Context: an optimization exercise on an open-source flow, tuned for small area. The choices shown serve that exercise and are no tape-out recipe. In this exercise RTL edits were held to simulation tests only and were not proved equivalent to the original. Power is estimated from default activity; no workload was simulated. No driver is modelled on the clock port, so clocking that relies on it looks cheaper here than on a real chip.

--- flow/flow/run.sh ---
#!/bin/bash
set -euo pipefail
cd "$(dirname "$0")/.."
export BUFFER_PORTS_ARGS="-buffer_cell sky130_fd_sc_hd__buf_1"
export CTS_ARGS="-sink_clustering_enable -repair_clock_nets -dont_use_dummy_load -buf_list sky130_fd_sc_hd__clkbuf_16 -sink_clustering_size 30 -sink_clustering_max_diameter 60"
bash standard.sh > standard.log 2>&1
--- flow/standard.sh ---
#!/bin/bash
# synth_recipe.tcl (not shown) runs the flow's synth.tcl, then flattens the netlist and writes it again
# the make line also repeats each setting of config.mk as NAME=value (left out here)
make -C /OpenROAD-flow-scripts/flow DESIGN_CONFIG=/design/flow/config.mk WORK_HOME=/design/flow/orfs CLKGATE_MAP_FILE= SYNTH_SCRIPT=/design/flow/synth_recipe.tcl "${@:-finish}"
--- flow/config.mk ---
export PLATFORM = sky130hd
export DESIGN_NAME = axi_frame_dispatch_top
export DESIGN_NICKNAME = axi_frame_dispatch_top
export VERILOG_FILES = /design/flow/design.v
export SDC_FILE = /design/flow/constraint.sdc
export NUM_CORES = 4
export LEC_CHECK = 0
export CAP_MARGIN = 20
export CORE_MARGIN = 2
export CORE_UTILIZATION = 65
export SLEW_MARGIN = 20
export SYNTH_HIERARCHICAL = 1
--- flow/constraint.sdc ---
create_clock -name core_clock -period 6.0 [get_ports {s_aclk}]
set_input_delay 1.2000 -clock core_clock [delete_from_list [all_inputs] [get_ports {s_aclk}]]
set_output_delay 1.2000 -clock core_clock [all_outputs]
set_load 0.01 [all_outputs]
--- flow/design.v ---
package axi_frame_dispatch_pkg;
   typedef enum logic [1:0] {
      IDLE   = 2'd0,
      ACTIVE = 2'd1,
      DROP   = 2'd2
   } state_t;
   localparam logic MODE_TDEST = 1'b0;
   localparam logic MODE_RR    = 1'b1;
endpackage
module pg_slot_next #(
   parameter int WIDTH = 257
) (
   input  logic [WIDTH-1:0] wdata,
   input  logic             we,
   input  logic [WIDTH-1:0] q,
   input  logic             keep,
   output logic [WIDTH-1:0] d
);
   assign d = (wdata & {WIDTH{we}}) | (q & {WIDTH{keep}});
endmodule
module pg_sel3_n #(
   parameter int WIDTH = 257
) (
   input  logic [WIDTH-1:0] m0,
   input  logic [WIDTH-1:0] m1,
   input  logic [WIDTH-1:0] m2,
   input  logic [2:0]       sel,
   output logic [WIDTH-1:0] y_n
);
   assign y_n = ~((m0 & {WIDTH{sel[0]}}) | (m1 & {WIDTH{sel[1]}}) | (m2 & {WIDTH{sel[2]}}));
endmodule
module pg_hold_n #(
   parameter int WIDTH = 257
) (
   input  logic [WIDTH-1:0] q,
   input  logic             hold,
   output logic [WIDTH-1:0] h_n
);
   assign h_n = ~(q & {WIDTH{hold}});
endmodule
module pg_out_next #(
   parameter int WIDTH = 257
) (
   input  logic [WIDTH-1:0] y_n,
   input  logic [WIDTH-1:0] h_n,
   output logic [WIDTH-1:0] d
);
   assign d = ~(y_n & h_n);
endmodule
module pg_fifo #(
   parameter int WIDTH = 257
) (
   input  logic             clk,
   input  logic             rst_n,
   input  logic             push,
   input  logic [WIDTH-1:0] wdata,
   output logic             full,
   output logic [WIDTH-1:0] rdata,
   output logic             rvalid,
   input  logic             pop
);
   logic [WIDTH-1:0] mem0, mem1, mem2;
   logic [WIDTH-1:0] mem0_d, mem1_d, mem2_d, rdata_d, rsel_n, rhold_n;
   logic [2:0] wr_sel, rd_sel;
   logic [1:0] count;    
   logic load, hold;
   logic [2:0] we, rs, keep;
   assign full = (count == 2'd3) && rvalid;
   assign load = (count != 2'd0) && (!rvalid || pop);
   assign we   = wr_sel & {3{push}};
   assign rs   = rd_sel & {3{load}};
   assign keep = ~(we | rs);
   assign hold = !load && rvalid;
   pg_slot_next #(.WIDTH(WIDTH)) u_n0 (.wdata(wdata), .we(we[0]), .q(mem0), .keep(keep[0]), .d(mem0_d));
   pg_slot_next #(.WIDTH(WIDTH)) u_n1 (.wdata(wdata), .we(we[1]), .q(mem1), .keep(keep[1]), .d(mem1_d));
   pg_slot_next #(.WIDTH(WIDTH)) u_n2 (.wdata(wdata), .we(we[2]), .q(mem2), .keep(keep[2]), .d(mem2_d));
   pg_sel3_n    #(.WIDTH(WIDTH)) u_rs (.m0(mem0), .m1(mem1), .m2(mem2), .sel(rs), .y_n(rsel_n));
   pg_hold_n    #(.WIDTH(WIDTH)) u_rh (.q(rdata), .hold(hold), .h_n(rhold_n));
   pg_out_next  #(.WIDTH(WIDTH)) u_no (.y_n(rsel_n), .h_n(rhold_n), .d(rdata_d));
   always_ff @(posedge clk) begin
      mem0  <= mem0_d;
      mem1  <= mem1_d;
      mem2  <= mem2_d;
      rdata <= rdata_d;
   end
   always_ff @(posedge clk or negedge rst_n) begin
      if (!rst_n) begin
         wr_sel <= 3'b001;
         rd_sel <= 3'b001;
         count  <= '0;
         rvalid <= 1'b0;
      end else begin
         if (push) wr_sel <= {wr_sel[1:0], wr_sel[2]};
         if (load) begin
            rd_sel <= {rd_sel[1:0], rd_sel[2]};
            rvalid <= 1'b1;
         end else if (pop) begin
            rvalid <= 1'b0;
         end
         count <= count + 2'(push) - 2'(load);
      end
   end
endmodule
module axi_frame_dispatch #(
   parameter int IP_AMT       = 2,
   parameter int DATA_W       = 256,
   parameter int AXIS_TID_W   = 2,
   parameter int AXIS_TDEST_W = (IP_AMT > 1) ? $clog2(IP_AMT) : 1,
   parameter int FIFO_DEPTH   = 4,
   parameter int FRAME_PGNUM  = 9600,
   parameter int PGCNT_W      = $clog2(FRAME_PGNUM)
) (
   input  logic                     s_aclk,
   input  logic                     s_aresetn,
   input  logic                     mode_i,
   input  logic [AXIS_TID_W-1:0]    s_tid_i,
   input  logic [AXIS_TDEST_W-1:0]  s_tdest_i,
   input  logic [DATA_W-1:0]        s_tdata_i,
   input  logic [DATA_W/8-1:0]      s_tkeep_i,
   input  logic                     s_tlast_i,
   input  logic                     s_tvalid_i,
   output logic                     s_tready_o,
   output logic [IP_AMT*DATA_W-1:0] pg_data_o,
   output logic [IP_AMT-1:0]        pg_last_o,
   output logic [IP_AMT-1:0]        pg_valid_o,
   input  logic [IP_AMT-1:0]        pg_ready_i,
   output logic [IP_AMT-1:0]        frame_done_o,
   output logic [IP_AMT-1:0]        frame_err_o,
   output logic                     drop_o
);
   typedef logic [AXIS_TDEST_W-1:0] dest_t;
   typedef logic [AXIS_TDEST_W:0]   dest_ext_t;
   typedef logic [PGCNT_W-1:0]      pgcnt_t;
   localparam pgcnt_t LAST_IDX = pgcnt_t'(FRAME_PGNUM - 1);
   axi_frame_dispatch_pkg::state_t state, state_nxt;
   dest_t   dest_q, rr_ptr, cand_dest;
   pgcnt_t  pg_cnt, beat_idx;
   logic    illegal, sel_full, accept, legal_acc, at_limit, frame_end;
   logic [IP_AMT-1:0] full, push;
   logic [DATA_W:0]   push_word;
   logic    unused_inputs;
   assign unused_inputs = ^{s_tid_i, s_tkeep_i};
   always_comb begin
      cand_dest = dest_q;
      illegal   = 1'b0;
      beat_idx  = pg_cnt;
      if (state == axi_frame_dispatch_pkg::IDLE) begin
         cand_dest = (mode_i == axi_frame_dispatch_pkg::MODE_RR) ? rr_ptr : s_tdest_i;
         illegal   = (mode_i == axi_frame_dispatch_pkg::MODE_TDEST) && ({1'b0, s_tdest_i} >= dest_ext_t'(IP_AMT));
         beat_idx  = '0;
      end
   end
   always_comb begin
      sel_full = 1'b0;
      for (int k = 0; k < IP_AMT; k++) begin
         if (cand_dest == dest_t'(k)) sel_full = full[k];
      end
   end
   always_ff @(posedge s_aclk or negedge s_aresetn) begin
      if (!s_aresetn) state <= axi_frame_dispatch_pkg::IDLE;
      else            state <= state_nxt;
   end
   always_comb begin
      state_nxt = state;
      if (accept) begin
         unique case (state)
            axi_frame_dispatch_pkg::IDLE, axi_frame_dispatch_pkg::ACTIVE: begin
               if (s_tlast_i)                state_nxt = axi_frame_dispatch_pkg::IDLE;
               else if (illegal || at_limit) state_nxt = axi_frame_dispatch_pkg::DROP;
               else                          state_nxt = axi_frame_dispatch_pkg::ACTIVE;
            end
            axi_frame_dispatch_pkg::DROP:    if (s_tlast_i) state_nxt = axi_frame_dispatch_pkg::IDLE;
            default: state_nxt = axi_frame_dispatch_pkg::IDLE;
         endcase
      end
   end
   always_comb begin
      s_tready_o = 1'b0;
      unique case (state)
         axi_frame_dispatch_pkg::IDLE:    s_tready_o = illegal || !sel_full;
         axi_frame_dispatch_pkg::ACTIVE:  s_tready_o = !sel_full;
         axi_frame_dispatch_pkg::DROP:    s_tready_o = 1'b1;
         default: s_tready_o = 1'b0;
      endcase
      s_tready_o = s_tready_o && s_aresetn;
   end
   assign accept    = s_tvalid_i && s_tready_o;
   assign legal_acc = accept && (state != axi_frame_dispatch_pkg::DROP) && !illegal;
   assign at_limit  = (beat_idx == LAST_IDX);
   assign frame_end = legal_acc && (s_tlast_i || at_limit);
   assign push_word = {s_tlast_i || at_limit, s_tdata_i};
   always_comb begin
      push = '0;
      for (int k = 0; k < IP_AMT; k++) begin
         push[k] = legal_acc && (cand_dest == dest_t'(k));
      end
   end
   always_ff @(posedge s_aclk or negedge s_aresetn) begin
      if (!s_aresetn) begin
         dest_q       <= '0;
         rr_ptr       <= '0;
         pg_cnt       <= '0;
         frame_done_o <= '0;
         frame_err_o  <= '0;
         drop_o       <= 1'b0;
      end else begin
         frame_done_o <= '0;
         frame_err_o  <= '0;
         drop_o       <= accept && illegal;
         if (legal_acc) begin
            dest_q <= cand_dest;
            pg_cnt <= frame_end ? '0 : beat_idx + pgcnt_t'(1);
         end
         if (frame_end) begin
            rr_ptr <= (rr_ptr == dest_t'(IP_AMT - 1)) ? '0 : rr_ptr + dest_t'(1);
            if (s_tlast_i && at_limit) frame_done_o <= push;
            else                       frame_err_o  <= push;
         end
      end
   end
   for (genvar k = 0; k < IP_AMT; k++) begin : g_ch
      logic [DATA_W:0] rd_word;
      pg_fifo #(
         .WIDTH (DATA_W + 1)
      ) u_fifo (
         .clk    (s_aclk),
         .rst_n  (s_aresetn),
         .push   (push[k]),
         .wdata  (push_word),
         .full   (full[k]),
         .rdata  (rd_word),
         .rvalid (pg_valid_o[k]),
         .pop    (pg_ready_i[k] && pg_valid_o[k])
      );
      assign pg_data_o[(k+1)*DATA_W-1 -: DATA_W] = rd_word[DATA_W-1:0];
      assign pg_last_o[k] = rd_word[DATA_W];
   end
endmodule
module axi_frame_dispatch_top (
   input  logic           s_aclk,
   input  logic           s_aresetn,
   input  logic           mode_i,
   input  logic [1:0]     s_tid_i,
   input  logic [1:0]     s_tdest_i,
   input  logic [255:0]   s_tdata_i,
   input  logic [31:0]    s_tkeep_i,
   input  logic           s_tlast_i,
   input  logic           s_tvalid_i,
   output logic           s_tready_o,
   output logic [767:0]   pg_data_o,
   output logic [2:0]     pg_last_o,
   output logic [2:0]     pg_valid_o,
   input  logic [2:0]     pg_ready_i,
   output logic [2:0]     frame_done_o,
   output logic [2:0]     frame_err_o,
   output logic           drop_o
);
   axi_frame_dispatch #(
      .IP_AMT       (3),
      .DATA_W       (256),
      .AXIS_TID_W   (2),
      .AXIS_TDEST_W (2),
      .FIFO_DEPTH   (4),
      .FRAME_PGNUM  (9600)
   ) u_dispatch (
      .s_aclk       (s_aclk),
      .s_aresetn    (s_aresetn),
      .mode_i       (mode_i),
      .s_tid_i      (s_tid_i),
      .s_tdest_i    (s_tdest_i),
      .s_tdata_i    (s_tdata_i),
      .s_tkeep_i    (s_tkeep_i),
      .s_tlast_i    (s_tlast_i),
      .s_tvalid_i   (s_tvalid_i),
      .s_tready_o   (s_tready_o),
      .pg_data_o    (pg_data_o),
      .pg_last_o    (pg_last_o),
      .pg_valid_o   (pg_valid_o),
      .pg_ready_i   (pg_ready_i),
      .frame_done_o (frame_done_o),
      .frame_err_o  (frame_err_o),
      .drop_o       (drop_o)
   );
endmodule
==> results by group, run 1 <==
Outcome
  – Status: complete, no violations

Drt
  – Final wirelength: 360000 µm
  – Final ANT Viol Nets: 0
  – Top layer in use: met5
  – Wl on met1: between 100000 and 150000 µm
  – Via count: roughly 80000
  – WL per Instance: 31.2 µm
  – Met2 wire length: 155000 µm
  – DRC viols: 0
  – DR pass1 iterations: 13
  – Metal3 WL: 42800 µm
  – Via density per instance: ~7.2
  – First DRT Iteration DRCs: 13781

Synth
  – Mapped Cells: between 8000 and 9000
  – Synth Warn #: 8
  – Average size of a mapped cell: between 10 and 15 µm²
  – Netlist cell types: 59
  – Flops & latches, synth: between 3000 and 4000
  – Top FF cell, synth: dfxtp_1
  – Syn_nets: 9170
  – Post-synth EDFFs: 0
  – Ys async rst share: 0.0172
  – Area of the mapped netlist: 107000 µm²
  – Register area share after synthesis: 0.591

Timing
  – Hold Fails Final Rpt: 0
  – Fin. max-slew vios: 0
  – Fin Setup TNS: 0 ns
  – Clock Skew: 0.0553 ns
  – Final period utilization: 0.698
  – Worst Tran Pin Value: between 1 and 1.5 ns
  – Max frequency: 239 MHz
  – Setup ws final: between 1.5 and 2 ns
  – Slew headroom: 0.186
  – Fin Hold WS: around 0.45 ns
  – Unrepaired setup endpoints after global routing: no
  – Final min period: between 4 and 5 ns
  – Setup Viol. Count Final: 0

Die
  – Row count: approximately 150
  – I/O pin count: around 1100
  – Die height: approximately 410 µm
  – Die footprint: about 170000 µm²
  – Die X: 409 µm
  – Core area: 163000 µm²
  – Initial core utilization: 0.655

Critical path
  – CP startpoint kind: flop
  – Crit path kind: reg -> reg
  – Critical Path AT: slightly below 5 ns
  – Max FO, Critical Path: 151
  – Worst path required time: 6.78 ns
  – CP Capture Type: flop

CTS
  – TritonCTS Buffers: 155
  – Clock Tree Buf Depth: 3
  – Setup bufs post-CTS: 0
  – Max H-tree Level: 4
  – TritonCTS clock tree: done
  – Cts repair resizes: 0
  – Cts hold-fix bufs: 0
  – Worst-path clk slew: approximately 0.11 ns
  – Root Buffer: clkbuf_16
  – Clock sink total: approximately 3100
  – Clock Latency Late Sink: 0.86 ns

Min path
  – Min-Delay Path Class: reg -> reg

Global routing
  – Number of global-route vias before repair: 79138
  – GRT overflow: 0
  – GRT Util Overall: 0.405
  – Antenna violations before repair: 63
  – First-pass GRT wire length: 521000 µm
  – Largest net degree at the start of global routing: about 180

Pwr
  – Peak VDD IR: 0.354 mV
  – Power Density: between 300 and 400 nW/µm²
  – Leak pwr: between 40 and 50 nW
  – Pwr Total: ~0.034 W

Finish
  – # nets final: 9601
  – Share of cells above drive strength 1: 0.0353
  – Area delta synth->final: 3.76%

Place
  – Port Buffers: ~1000
  – Placer Congestion: between 0.8 and 0.9
  – Post-DP HPWL: approximately 200000 µm
  – Place WS: 1.17 ns

Job
  – Max Cap Viol: 0
[path summary, 6_finish.rpt]
path	end	slack, ns	cells after the start	startpoint
max in group asynchronous	u_dispatch.g_ch[2].u_fifo.wr_sel[2]	4.94	2	s_aresetn
hold / removal	u_dispatch.g_ch[1].u_fifo.rdata[228]	0.45	2	u_dispatch.g_ch[1].u_fifo.mem2[228]
min in group asynchronous	u_dispatch.drop_o	0.52	2	s_aresetn
setup reg to reg	u_dispatch.g_ch[1].u_fifo.mem0[183]	1.81	9	u_dispatch.state[1]
hold reg to reg	u_dispatch.g_ch[1].u_fifo.rdata[228]	0.45	2	u_dispatch.g_ch[1].u_fifo.mem2[228]
setup / recovery	u_dispatch.g_ch[1].u_fifo.mem0[183]	1.81	9	u_dispatch.state[1]
[Yosys cell counts, types with 2 or more instances]
cell type | instances | area share
a41oi_1 | 2 | 0.00016
o41a_1 | 2 | 0.00021
nand2_1 | 1559 | 0.055
nand3_1 | 5 | 0.00023
buf_2 | 206 | 0.0097
o41ai_2 | 2 | 0.00030
ha_1 | 4 | 0.00047
nand2b_1 | 7 | 0.00041
a21oi_1 | 14 | 0.00066
a211o_1 | 4 | 0.00033
and2b_1 | 3 | 0.00021
dfrtp_1 | 48 | 0.011
or2_1 | 3 | 0.00018
a22o_1 | 2314 | 0.19
dfxtp_1 | 3084 | 0.58
and3_1 | 3 | 0.00018
buf_4 | 24 | 0.0017
o31ai_1 | 10 | 0.00070
a222oi_1 | 771 | 0.072
a21o_1 | 2 | 0.00014
mux2_2 | 14 | 0.0015
or3_1 | 2 | 0.00012
clkbuf_1 | 26 | 0.00091
nand4_1 | 3 | 0.00018
o41ai_1 | 6 | 0.00049
and2_1 | 25 | 0.0015
o21ai_0 | 15 | 0.00070
xnor2_1 | 4 | 0.00033
mux2_1 | 9 | 0.00095
nor2_4 | 3 | 0.00032
o211ai_1 | 2 | 0.00014
nor2_2 | 3 | 0.00018
buf_6 | 620 | 0.065
dfstp_2 | 6 | 0.0015
o2bb2ai_1 | 2 | 0.00016
inv_1 | 6 | 0.00021
nor3_1 | 9 | 0.00042
nor2b_4 | 3 | 0.00039
nand4b_1 | 2 | 0.00016
nor2_1 | 15 | 0.00053
buf_12 | 6 | 0.0011
[report_power, final]
group | internal [W] | switching, W
clock | 0.00462 | 0.00640
combinational | 0.000345 | 0.00176
sequential | 0.0209 | 0.0000735
[flip-flops by register name, indices dropped and copies added (netlist names), 3 cells and up]
name / count
u_dispatch.frame_done_o: 3
u_dispatch.frame_err_o: 3
u_dispatch.g_ch.u_fifo.count: 6
u_dispatch.g_ch.u_fifo.mem0: 771
u_dispatch.g_ch.u_fifo.mem1: 771
u_dispatch.g_ch.u_fifo.mem2: 771
u_dispatch.g_ch.u_fifo.rd_sel: 9
u_dispatch.g_ch.u_fifo.rdata: 771
u_dispatch.g_ch.u_fifo.rvalid: 3
u_dispatch.g_ch.u_fifo.wr_sel: 9
u_dispatch.pg_cnt: 14
[per-stage QoR]
| stage | utilization | instance area [µm²] | cells |
|---|---|---|---|
| after floorplan | - | 107000 | 8866 |
| after global placement | 0.655 | 107000 | 11313 |
| after detailed placement | 0.655 | 107000 | 11313 |
| after CTS | 0.679 | 111000 | 11468 |
| after global routing | 0.680 | 111000 | 11510 |
| final | 0.680 | 111000 | 11523 |
[cells by family (layout without fill, tap and decap cells)]
group                    Yosys count  in the layout  synth area share
XOR/XNOR                           4              4          0.000328
AO/OA/AOI/OAI                   3156           3156             0.267
buffers and inverters            888           1317            0.0790
AND/OR/NAND/NOR                 1652           1652            0.0602
flip-flops                      3138           3138             0.591
multiplexers                      24             24           0.00252
adder cells (fa/ha/maj)            4              4          0.000469
other                              0             53                 0
[critical path: stages (launching register included)]
cell and delay (ns):
dfrtp_1 0.52, or2_1 0.40, o21ai_1 0.40, a41o_1 0.25, or2_1 0.19, nor2_1 0.20
and2_4 0.23, a21oi_4 0.71, buf_12 0.80, a22o_1 0.26
[routing by layer]
layer	vias up	global-route usage
li1	34795	-
met1	41375	0.528
met2	5410	0.597
met3	828	0.117
met4	32	0.245
met5	-	0
[final cells by class]
class,instances,area (µm²)
clock buffer,155,3880
sequential,3138,63100
multi-input combinational,4840,35400
inverter,6,22.5
tap,2175,2720
fill,12375,52100
antenna,53,133
timing repair buffer,1156,5540
[layout by cell type, fill, tap and decap left out, types with 4 or more instances in the layout]
| master | count |
|---|---|
| clkbuf_16 | 155 |
| nand2_1 | 1559 |
| a21oi_4 | 9 |
| a21oi_1 | 5 |
| a222oi_1 | 771 |
| and2_1 | 7 |
| buf_4 | 44 |
| nand2b_1 | 7 |
| dfrtp_1 | 48 |
| mux2_2 | 14 |
| mux2_1 | 9 |
| a22o_1 | 2314 |
| nor2_1 | 15 |
| nor3_1 | 9 |
| o21ai_0 | 15 |
| buf_1 | 1046 |
| nand3_1 | 5 |
| xnor2_1 | 4 |
| o41ai_1 | 6 |
| diode_2 | 53 |
| inv_1 | 6 |
| ha_1 | 4 |
| o31ai_1 | 10 |
| buf_12 | 63 |
| a211o_1 | 4 |
| dfxtp_1 | 3084 |
| dfstp_2 | 6 |
| and2_4 | 18 |
==> run 2: changes to the inputs <==
==> flow/flow/run.sh (replaced) <==
#!/bin/bash
set -euo pipefail
cd "$(dirname "$0")/.."
export BUFFER_PORTS_ARGS="-buffer_cell sky130_fd_sc_hd__buf_1"
export CTS_ARGS="-sink_clustering_enable -repair_clock_nets -dont_use_dummy_load -buf_list sky130_fd_sc_hd__clkbuf_16 -sink_clustering_size 30 -sink_clustering_max_diameter 100"
bash standard.sh > standard.log 2>&1
==> results by group, run 2 <==
Drt
  – Final ANT Viol Nets: 0 (unchanged)
  – WL per Instance: 31.3 µm (was 31.2 µm)
  – Via density per instance: 7.17 (was 7.15)
  – First DRT Iteration DRCs: 13956 (was 13781)
  – Via count: 82303 (was 82440)
  – Final wirelength: 359000 µm (was 360000 µm)
  – DRC viols: 0 (unchanged)
  – DR pass1 iterations: 10 (was 13)

Die
  – Die height: 409 µm (unchanged)
  – Row count: 148 (unchanged)
  – Core area: 163000 µm² (unchanged)
  – Initial core utilization: 0.655 (unchanged)
  – Die X: 409 µm (unchanged)
  – Die footprint: 168000 µm² (unchanged)
  – I/O pin count: 1082 (unchanged)

CTS
  – Cts repair resizes: 0 (unchanged)
  – Cts hold-fix bufs: 0 (unchanged)
  – TritonCTS clock tree: done (unchanged)
  – Clock sink total: 3138 (unchanged)
  – Root Buffer: clkbuf_16 (unchanged)
  – Clock Tree Buf Depth: 3 (unchanged)
  – TritonCTS Buffers: 114 (was 155)
  – Clock Latency Late Sink: 0.83 ns (was 0.86 ns)
  – Worst-path clk slew: 0.12 ns (was 0.11 ns)
  – Max H-tree Level: 3 (was 4)
  – Setup bufs post-CTS: 0 (unchanged)

Synth
  – Mapped Cells: 8866 (unchanged)
  – Average size of a mapped cell: 12.0 µm² (unchanged)
  – Area contributors post-synth: dfxtp_1 58%, a22o_1 19%, a222oi_1 7.2%, buf_6 6.5%, nand2_1 5.5% (unchanged)
  – Ys async rst share: 0.0172 (unchanged)
  – Register area share after synthesis: 0.591 (unchanged)
  – Netlist cell types: 59 (unchanged)
  – Top FF cell, synth: dfxtp_1 (unchanged)
  – Synth cell count leaders: 3084 x dfxtp_1, 2314 x a22o_1, 1559 x nand2_1, 771 x a222oi_1, 620 x buf_6 (unchanged)
  – Flops & latches, synth: 3138 (unchanged)
  – Dominant cell type by area after synthesis: dfxtp_1 (unchanged)
  – Most common cell in the netlist: dfxtp_1 (unchanged)
  – Area of the mapped netlist: 107000 µm² (unchanged)
  – Post-synth EDFFs: 0 (unchanged)
  – Synth Warn #: 8 (unchanged)
  – Area share of the largest cell type after synthesis: 0.578 (unchanged)
  – Syn_nets: 9170 (unchanged)

Critical path
  – Worst path required time: 6.72 ns (was 6.78 ns)
  – R2r worst-path depth: 9 (unchanged)
  – Critical Path AT: 4.97 ns (about the same)
  – CP startpoint kind: flop (unchanged)
  – Max FO, Critical Path: 151 (unchanged)
  – CP Capture Type: flop (unchanged)
  – Crit path kind: reg -> reg (unchanged)

Global routing
  – Number of global-route vias before repair: 78742 (was 79138)
  – Antenna violations before repair: 63 (unchanged)
  – GRT overflow: 0 (unchanged)
  – GRT Util Overall: 0.403 (was 0.405)
  – Largest net degree at the start of global routing: 177 (unchanged)
  – First-pass GRT wire length: 520000 µm (was 521000 µm)

Timing
  – Worst Tran Pin Value: 1.20 ns (was 1.22 ns)
  – Fin. max-slew vios: 0 (unchanged)
  – Clock Skew: 0.0559 ns (was 0.0553 ns)
  – Final min period: 4.25 ns (was 4.19 ns)
  – Setup ws final: 1.75 ns (was 1.81 ns)
  – Fin Setup TNS: 0 ns (unchanged)
  – Setup Viol. Count Final: 0 (unchanged)
  – Hold Fails Final Rpt: 0 (unchanged)
  – Final period utilization: 0.709 (was 0.698)
  – Slew headroom: 0.198 (was 0.186)
  – Max frequency: 235 MHz (was 239 MHz)
  – Unrepaired setup endpoints after global routing: no (unchanged)

Pwr
  – Pwr Total: 0.0326 W (was 0.0341 W)
  – Peak VDD IR: 0.280 mV (was 0.354 mV)
  – Power Density: 297 nW/µm² (was 307 nW/µm²)
  – Leak pwr: 43.7 nW (was 44.2 nW)

Finish
  – Fill count: 12476 (was 12375)
  – Non-filler instance count after layout: 11481 (was 11523)
  – Area delta synth->final: 2.80% (was 3.76%)
  – Most frequent cells in the layout: 3084 x dfxtp_1, 2314 x a22o_1, 1559 x nand2_1 (unchanged)
  – Share of cells above drive strength 1: 0.0310 (was 0.0353)
  – Commonest non-fill, non-tap cell in the layout: dfxtp_1 (unchanged)
  – # nets final: 9560 (was 9601)

Outcome
  – Status: complete, no violations (unchanged)

Place
  – DP Cell Count: 11313 (unchanged)
  – Place WS: 1.17 ns (unchanged)
  – Port Buffers: 1047 (unchanged)
  – Placer Congestion: 0.872 (unchanged)
  – Post-DP HPWL: 199000 µm (unchanged)

Min path
  – Min-Delay Path Class: reg -> reg (unchanged)
  – Worst hold path depth: 2 (unchanged)

Job
  – Max Cap Viol: 0 (unchanged)
run 2: cell counts after synthesis:
Identical to the previous run, type by type.
run 2: worst paths after layout:
check | from | endpoint | slack (ns)
worst max-delay path | u_dispatch.state[1] | u_dispatch.g_ch[1].u_fifo.mem0[124] | 1.75
worst min-delay path | u_dispatch.g_ch[2].u_fifo.rdata[36] | u_dispatch.g_ch[2].u_fifo.rdata[36] | 0.45
worst max register to register | u_dispatch.state[1] | u_dispatch.g_ch[1].u_fifo.mem0[124] | 1.75
worst min register to register | u_dispatch.g_ch[2].u_fifo.rdata[36] | u_dispatch.g_ch[2].u_fifo.rdata[36] | 0.45
max in group asynchronous | s_aresetn | u_dispatch.g_ch[0].u_fifo.count[0] | 4.93
min in group asynchronous | s_aresetn | u_dispatch.drop_o | 0.55
run 2: metal layers:
metal,vias to the layer above,wire length [µm],GRT usage
met5,-,161,0
met4,26,22100,0.237
met3,800,41900,0.105
met2,5383,156000,0.596
met1,41407,139000,0.534
li1,34687,-,-
run 2: metrics by stage:
step	util	hold slack (ns)	area, µm²
after CTS	0.673	0.452	110000
after global placement	0.655	0.427	107000
after floorplan	-	0.439	107000
after global routing	0.674	0.468	110000
final	0.674	0.449	110000
after detailed placement	0.655	0.430	107000
run 2: worst max-delay path, cell delays in order, from the launching register on:
cell and delay, ns:
dfrtp_1 0.53, or2_1 0.40, o21ai_1 0.40, a41o_1 0.25, or2_1 0.19, nor2_1 0.21
and2_4 0.23, a21oi_4 0.71, buf_12 0.80, a22o_1 0.29
run 2: power by group:
part / switching, W / total (W) / internal [W]
Combinational: 0.00175 / 0.00210 / 0.000345
Sequential: 0.0000721 / 0.0209 / 0.0209
Clock: 0.00617 / 0.00959 / 0.00343
run 2: final cells by class:
type | instances | area [µm²] | area share
Sequential cell | 3138 | 63100 | 0.575
Clock buffer | 114 | 2850 | 0.0260
Antenna cell | 52 | 130 | 0.00119
Tap cell | 2175 | 2720 | 0.0248
Inverter | 6 | 22.5 | 0.000205
Timing Repair Buffer | 1156 | 5540 | 0.0504
Multi-Input combinational cell | 4840 | 35400 | 0.323
run 2: cell families after synthesis:
kind of cell | Yosys count | synth area share
buffers and inverters | 888 | 0.0790
XOR/XNOR | 4 | 0.000328
flip-flops | 3138 | 0.591
adder cells (fa/ha/maj) | 4 | 0.000469
AO/OA/AOI/OAI | 3156 | 0.267
multiplexers | 24 | 0.00252
AND/OR/NAND/NOR | 1652 | 0.0602

-- separate check: timing with driven ports --
No port has a modelled driver above. Below, the same layouts with a new extraction and two added sets of constraints.
Step 1: set_driving_cell puts a clkbuf_16 on s_aclk and a buf_2 on each other input, an assumption about the parent block.
Step 2 moves the port delays by t, midway between the first and last clock arrival at a register: inputs arrive t later, outputs are due t later. That takes back most of the time a late clock gives input paths.
Three values: ideal, step 1, step 2; two values: the first two.
run	t (ns)	slack for setup (ns)	worst register clock-pin slew, ns	worst slew at a driven data input, ns
run 1	0.934	1.810 / 1.786 / 0.997	0.11 / 0.11	0.25
run 2	0.881	1.746 / 1.746 / 0.946	0.12 / 0.12	0.23
After both steps setup and hold are still met in every run listed. The setup slack of run 1, which loses most, moves by -0.024 ns with the drivers and by -0.813 ns with both steps.
